Source: an optimization exercise on an open RTL-to-GDS flow (aim: a short achievable clock period and few clock cycles per item). Production flows keep margins and buffers that such runs may drop. At most, simulation tests tie the RTL to the original design; equivalence was not proved. The clock port is modelled as an ideal driver, which makes a skipped or thinned clock tree look cheaper than it is; a real chip needs a root buffer or a tree. Power is estimated from default activity; no workload was simulated.

==> flow/design.v (excerpt) <==
module axi_wr_slave (
    input  wire logic                  clk,
    input  wire logic                  rst_n,
    input  wire axi_wr_pkg::aw_cmd_t   aw,
    input  wire logic                  aw_valid,
    output logic                       aw_ready,
    input  wire axi_wr_pkg::w_beat_t   w,
    input  wire logic                  w_valid,
    output logic                       w_ready,
    output axi_wr_pkg::b_resp_t        b,
    output logic                       b_valid,
    input  wire logic                  b_ready,
    output axi_wr_pkg::mem_wr_t        mem,
    output logic                       mem_we,
    input  wire logic                  mem_ready
);
Size: roughly 1500 cells after synthesis, roughly 520 flip-flops, about 180 I/O pins, about 21000 um^2 of cells after synthesis.
export LEC_CHECK = 0
export ABC_CLOCK_PERIOD_IN_PS = 1800
export CAP_MARGIN = 20
export CORE_MARGIN = 2
export CORE_UTILIZATION = 55
export GPL_TIMING_DRIVEN = 1
export PLACE_DENSITY = 0.55
export SETUP_SLACK_MARGIN = 3.6
export SLEW_MARGIN = 20
create_clock -name core_clock -period 5.5 [get_ports {clk}]
standard.sh (not shown) runs the stock make flow with config.mk's settings and CLKGATE_MAP_FILE= SYNTH_SCRIPT=/design/flow/synth_recipe.tcl, a recipe that flattens the netlist after the stock synthesis.
==> flow/flow/run.sh <==
#!/bin/bash
# Standard synthesis and layout with three changes:
# - the clock tree: the clock port feeds four first-level clock buffers,
#   each feeding a share of 24 leaf buffers placed at the centres of
#   flip-flop clusters, so every flip-flop sees two clock buffers
#   (balanced, lower insertion delay than the stock H-tree);
# - sizing may change a cell's footprint (MATCH_CELL_FOOTPRINT=0);
# - port buffering and timing repair do not use delay cells (nodly.tcl).
# Each step's full output goes to a log of its own here.
set -euo pipefail
here=$(pwd)
nd="$here/flow/nodly.tcl"
hooks=(MATCH_CELL_FOOTPRINT=0 PRE_FLOORPLAN_TCL="$nd" PRE_GLOBAL_PLACE_TCL="$nd"
       PRE_RESIZE_TCL="$nd" PRE_REPAIR_TIMING_POST_PLACE_TCL="$nd" PRE_DETAIL_PLACE_TCL="$nd"
       PRE_GLOBAL_ROUTE_TCL="$nd" PRE_DETAIL_ROUTE_TCL="$nd")
bash standard.sh synth > "$here/log_1_synth.log" 2>&1
bash standard.sh "${hooks[@]}" floorplan place > "$here/log_2_place.log" 2>&1
bash standard.sh "${hooks[@]}" PRE_CTS_TCL="$here/flow/cts_tree.tcl" cts > "$here/log_3_cts.log" 2>&1
bash standard.sh "${hooks[@]}" finish > "$here/log_4_finish.log" 2>&1
Other scripts of this flow, unchanged in this note and not shown: flow/flow/cts_tree.tcl, flow/flow/nodly.tcl, flow/flow/outfix.tcl
The first run went through all stages and came out clean.
==> next run, changes <==
--- a/flow/design.v
+++ b/flow/design.v
@@ -242,24 +242,27 @@
     axi_wr_pkg::beat_desc_t            desc2;
     logic [axi_wr_pkg::D_DEPTH-1:0]    desc_occ;
     logic                              desc_ready;
     axi_wr_pkg::mem_wr_t               mem_q;
     axi_wr_pkg::mem_wr_t               mem_cur;
     axi_wr_pkg::mem_wr_t               mem_next;
     logic                              mem_we_q;
     logic                              write;
     logic                              pres_q;
     logic                              we_nxt;
     logic                              desc_pop;
     logic                              fire;
+    logic                              fire_q;
+    logic [axi_wr_pkg::ID_W-1:0]       pid_q;
+    logic                              pserr_q;
     logic                              gen;
     logic                              load;
     logic [PB-1:0]                     filled;
     logic [PB-1:0]                     stepped;
     logic [7:0]                        size_bit;
     logic                              next_carry;
     logic                              load_carry;
     logic                              carry_q;
     aw_decode u_aw_decode (
         .cmd      (cmd),
         .mask     (dec_mask),
         .fixed    (dec_fixed),
@@ -318,50 +321,56 @@
         .ready  (desc_ready),
         .pop    (desc_pop),
         .head   (desc),
         .head2  (desc2),
         .occ    (desc_occ)
     );
     assign write    = pres_q && mem_ready;
     assign beat_pop = write && beat_occ[0];
     assign desc_pop = write && desc_occ[0];
     assign fire     = desc_pop && desc.last;
     assign mem           = mem_q;
     assign mem_we        = mem_we_q;
-    assign resp_push     = fire;
-    assign resp_size_err = desc.serr;
-    assign resp_id       = desc.id;
+    assign resp_push     = fire_q;
+    assign resp_size_err = pserr_q;
+    assign resp_id       = pid_q;
     always_comb begin
         mem_cur.id    = desc.id;
         mem_cur.addr  = desc.addr;
         mem_cur.data  = beat.data;
         mem_cur.strb  = beat.strb;
         mem_cur.last  = beat.last;
         mem_next.id   = desc2.id;
         mem_next.addr = desc2.addr;
         mem_next.data = beat2.data;
         mem_next.strb = beat2.strb;
         mem_next.last = beat2.last;
     end
     always_ff @(posedge clk or negedge rst_n) begin
         if (!rst_n) begin
             mem_we_q <= 1'b0;
+            fire_q   <= 1'b0;
         end else begin
             mem_we_q <= we_nxt;
+            fire_q   <= fire;
         end
     end
     assign we_nxt = write ? (desc_occ[1] && beat_occ[1]) : (desc_occ[0] && beat_occ[0]);
     always_ff @(posedge clk) begin
         pres_q <= we_nxt;
         mem_q  <= write ? mem_next : mem_cur;
+        if (fire) begin
+            pid_q   <= desc.id;
+            pserr_q <= desc.serr;
+        end
     end
 endmodule
 `default_nettype wire
 `timescale 1ns/1ps
 `default_nettype none
 module wresp_gen (
     input  wire logic                        clk,
     input  wire logic                        rst_n,
     input  wire logic                        start,
     output logic                             can_start,
     input  wire logic                        push,
     input  wire logic                        size_err,
@@ -370,26 +379,24 @@
     output logic                             b_valid,
     input  wire logic                        b_ready
 );
     localparam int CAP = axi_wr_pkg::B_DEPTH;
     axi_wr_pkg::b_resp_t         new_resp;
     axi_wr_pkg::b_resp_t         q_head;
     axi_wr_pkg::b_resp_t         q_head2;
     logic [axi_wr_pkg::B_DEPTH-1:0] q_occ;
     axi_wr_pkg::b_resp_t         b_q;
     logic                        b_valid_q;
     logic                        bv_q;
     logic                        bv_nxt;
-    axi_wr_pkg::b_resp_t         b_at0;
-    axi_wr_pkg::b_resp_t         b_at1;
     logic                        b_pop;
     logic [CAP-1:0]              out_q;
     always_comb begin
         new_resp.id   = id;
         new_resp.resp = size_err ? axi_wr_pkg::SLVERR : axi_wr_pkg::OKAY;
     end
     assign b         = b_q;
     assign b_valid   = b_valid_q;
     assign b_pop     = bv_q && b_ready && q_occ[0];
     assign can_start = !out_q[CAP-1];
     peek_fifo #(
         .WIDTH (axi_wr_pkg::B_W),
@@ -409,30 +416,28 @@
         if (!rst_n) begin
             b_valid_q <= 1'b0;
             out_q     <= '0;
         end else begin
             b_valid_q <= bv_nxt;
             case ({start, b_pop})
                 2'b10:   out_q <= {out_q[CAP-2:0], 1'b1};
                 2'b01:   out_q <= {1'b0, out_q[CAP-1:1]};
                 default: out_q <= out_q;
             endcase
         end
     end
-    assign bv_nxt = b_pop ? (q_occ[1] || push) : (q_occ[0] || push);
-    assign b_at0  = q_occ[0] ? q_head : new_resp;
-    assign b_at1  = q_occ[1] ? q_head2 : new_resp;
+    assign bv_nxt = b_pop ? q_occ[1] : q_occ[0];
     always_ff @(posedge clk) begin
         bv_q <= bv_nxt;
-        b_q  <= b_pop ? b_at1 : b_at0;
+        b_q  <= b_pop ? q_head2 : q_head;
     end
 endmodule
 `default_nettype wire
 `timescale 1ns/1ps
 `default_nettype none
 module axi_wr_slave (
     input  wire logic                  clk,
     input  wire logic                  rst_n,
     input  wire axi_wr_pkg::aw_cmd_t   aw,
     input  wire logic                  aw_valid,
     output logic                       aw_ready,
     input  wire axi_wr_pkg::w_beat_t   w,
Outcome: The new run finished with timing, DRC and antenna clean; final cell count falls by 2.8%; global-route usage shrinks by 0.41 points; hold slack is better by 0.0047 ns; via count came out lower by 3.0%; utilization drops by 2.2 points; worst setup slack degrades by 0.029 ns; routed wire length falls by 0.43%; total power is lower by about 4%; cell area shrinks by about 3%; fmax came out lower by 1.4%; synthesized area stays flat.
Testbench counts after the change, summed over its fixed seeds: cycles 14,376, beats 13,386.
No functional check of the RTL was part of the first run of this note. No run of this note takes its clock network from TritonCTS; it comes from the design's own scripts or RTL.

axi_wr_slave, a different RTL version from the one above (not shown whole).
Size in the first run: ~540 flip-flops.
==> module peek_fifo, before the edit <==
module peek_fifo #(
    parameter int WIDTH = 8,
    parameter int DEPTH = 3
) (
    input  wire logic             clk,
    input  wire logic             rst_n,
    input  wire logic             push,
    input  wire logic [WIDTH-1:0] din,
    output logic                  ready,
    input  wire logic             pop,
    output logic      [WIDTH-1:0] head,
    output logic      [WIDTH-1:0] head2,
    output logic      [DEPTH-1:0] occ
);
    logic [WIDTH-1:0] mem [DEPTH];
    logic [DEPTH-1:0] wr_oh;
    logic [DEPTH-1:0] rd_oh;
    logic [DEPTH-1:0] rd_oh2;
    logic [DEPTH-1:0] occ_q;
    logic [DEPTH-1:0] occ_up;
    logic [DEPTH-1:0] occ_dn;
    logic             ready_q;
    logic             up;
    logic             dn;
    assign ready  = ready_q;
    assign occ    = occ_q;
    assign rd_oh2 = {rd_oh[DEPTH-2:0], rd_oh[DEPTH-1]};
    assign occ_up = {occ_q[DEPTH-2:0], 1'b1};
    assign occ_dn = {1'b0, occ_q[DEPTH-1:1]};
    assign up     = push && !pop;
    assign dn     = pop && !push;
    always_comb begin
        head  = '0;
        head2 = '0;
        for (int i = 0; i < DEPTH; i++) begin
            head  = head  | (mem[i] & {WIDTH{rd_oh[i]}});
            head2 = head2 | (mem[i] & {WIDTH{rd_oh2[i]}});
        end
    end
    always_ff @(posedge clk) begin
        for (int i = 0; i < DEPTH; i++) begin
            if (push && wr_oh[i]) mem[i] <= din;
        end
    end
    always_ff @(posedge clk or negedge rst_n) begin
        if (!rst_n) begin
            wr_oh   <= DEPTH'(1);
            rd_oh   <= DEPTH'(1);
            occ_q   <= '0;
            ready_q <= 1'b0;
        end else begin
            if (push) wr_oh <= {wr_oh[DEPTH-2:0], wr_oh[DEPTH-1]};
            if (pop)  rd_oh <= rd_oh2;
            if (up) begin
                occ_q   <= occ_up;
                ready_q <= !occ_up[DEPTH-1];
            end else if (dn) begin
                occ_q   <= occ_dn;
                ready_q <= 1'b1;
            end else begin
                ready_q <= !occ_q[DEPTH-1];
            end
        end
    end
endmodule
==> flow/config.mk <==
export PLATFORM = sky130hd
export DESIGN_NAME = axi_wr_slave
export DESIGN_NICKNAME = axi_wr_slave
export VERILOG_FILES = /design/flow/design.v
export SDC_FILE = /design/flow/constraint.sdc
export NUM_CORES = 4
export LEC_CHECK = 0
export ABC_CLOCK_PERIOD_IN_PS = 1800
export CAP_MARGIN = 20
export CORE_MARGIN = 2
export CORE_UTILIZATION = 55
export GPL_TIMING_DRIVEN = 1
export PLACE_DENSITY = 0.55
export SETUP_SLACK_MARGIN = 3.6
export SLEW_MARGIN = 20
==> flow/constraint.sdc <==
create_clock -name core_clock -period 5.5 [get_ports {clk}]
set_input_delay 1.1000 -clock core_clock [delete_from_list [all_inputs] [get_ports {clk}]]
set_output_delay 1.1000 -clock core_clock [all_outputs]
set_load 0.01 [all_outputs]
Scripts as last shown in full above: flow/flow/run.sh
Other scripts of this flow, unchanged in this note and not shown: flow/flow/cts_tree.tcl, flow/flow/nodly.tcl, flow/flow/outfix.tcl
Next try:
--- a/flow/design.v
+++ b/flow/design.v
@@ -145,8 +145,10 @@
     output logic      [DEPTH-1:0] occ
 );
+    localparam int PW = $clog2(DEPTH);
     logic [WIDTH-1:0] mem [DEPTH];
-    logic [DEPTH-1:0] wr_oh;
-    logic [DEPTH-1:0] rd_oh;
-    logic [DEPTH-1:0] rd_oh2;
+    logic [PW-1:0]    wr_ptr;
+    logic [PW-1:0]    rd_ptr;
+    logic [PW-1:0]    wr_inc;
+    logic [PW-1:0]    rd_inc;
     logic [DEPTH-1:0] occ_q;
     logic [DEPTH-1:0] occ_up;
@@ -157,31 +159,26 @@
     assign ready  = ready_q;
     assign occ    = occ_q;
-    assign rd_oh2 = {rd_oh[DEPTH-2:0], rd_oh[DEPTH-1]};
+    assign wr_inc = (wr_ptr == PW'(DEPTH - 1)) ? '0 : wr_ptr + 1'b1;
+    assign rd_inc = (rd_ptr == PW'(DEPTH - 1)) ? '0 : rd_ptr + 1'b1;
+    assign head   = mem[rd_ptr];
+    assign head2  = mem[rd_inc];
     assign occ_up = {occ_q[DEPTH-2:0], 1'b1};
     assign occ_dn = {1'b0, occ_q[DEPTH-1:1]};
     assign up     = push && !pop;
     assign dn     = pop && !push;
-    always_comb begin
-        head  = '0;
-        head2 = '0;
-        for (int i = 0; i < DEPTH; i++) begin
-            head  = head  | (mem[i] & {WIDTH{rd_oh[i]}});
-            head2 = head2 | (mem[i] & {WIDTH{rd_oh2[i]}});
-        end
-    end
     always_ff @(posedge clk) begin
         for (int i = 0; i < DEPTH; i++) begin
-            if (push && wr_oh[i]) mem[i] <= din;
+            if (push && wr_ptr == PW'(i)) mem[i] <= din;
         end
     end
     always_ff @(posedge clk or negedge rst_n) begin
         if (!rst_n) begin
-            wr_oh   <= DEPTH'(1);
-            rd_oh   <= DEPTH'(1);
+            wr_ptr  <= '0;
+            rd_ptr  <= '0;
             occ_q   <= '0;
             ready_q <= 1'b0;
         end else begin
-            if (push) wr_oh <= {wr_oh[DEPTH-2:0], wr_oh[DEPTH-1]};
-            if (pop)  rd_oh <= rd_oh2;
+            if (push) wr_ptr <= wr_inc;
+            if (pop)  rd_ptr <= rd_inc;
             if (up) begin
                 occ_q   <= occ_up;
The new run passed the timing, DRC and antenna checks; critical path depth fell by 7; clock power hardly moves; total power rose by 67%; first-iteration DRC count fell by 30%; wire length rose by 9.2%; sequential cell count fell by 8; fmax rose by 3.3%; synthesized area rose by 4.5%.
Testbench counts after the change, summed over its fixed seeds: cycles 14,376, beats 13,386.
No functional check of the RTL was part of the first run of this note. No run of this note takes its clock network from TritonCTS; it comes from the design's own scripts or RTL.

-- afterwards: timing with drivers on the ports --
How much do the figures lean on ideal ports? The routed layouts below were timed once more, with nothing changed but the port constraints.
Step 1 sets driving cells, clkbuf_16 on the clock port and buf_2 on the other inputs (assumed; they add their load-dependent delay and slew).
Step 2 moves the port delays by t, midway between the first and last clock arrival at a register: inputs arrive t later, outputs are due t later. That takes back most of the time a late clock gives input paths.
Three values: no drivers, after step 1, after step 2; two values: the first two.
run	t (ns)	slack for setup (ns)	worst data-port slew with drivers (ns)
the first run of note 1	0.477	3.527 / 3.408 / 3.142	0.13
the second run of note 1	0.473	3.498 / 3.380 / 3.188	0.11
the first run of note 2	0.489	3.402 / 3.382 / 2.946	0.09
the second run of note 2	0.485	3.468 / 3.342 / 3.224	0.09
After both steps setup and hold are still met in every run listed. For the first run of note 2, which loses most, drivers alone change the setup slack by -0.020 ns; drivers and shift together by -0.456 ns.
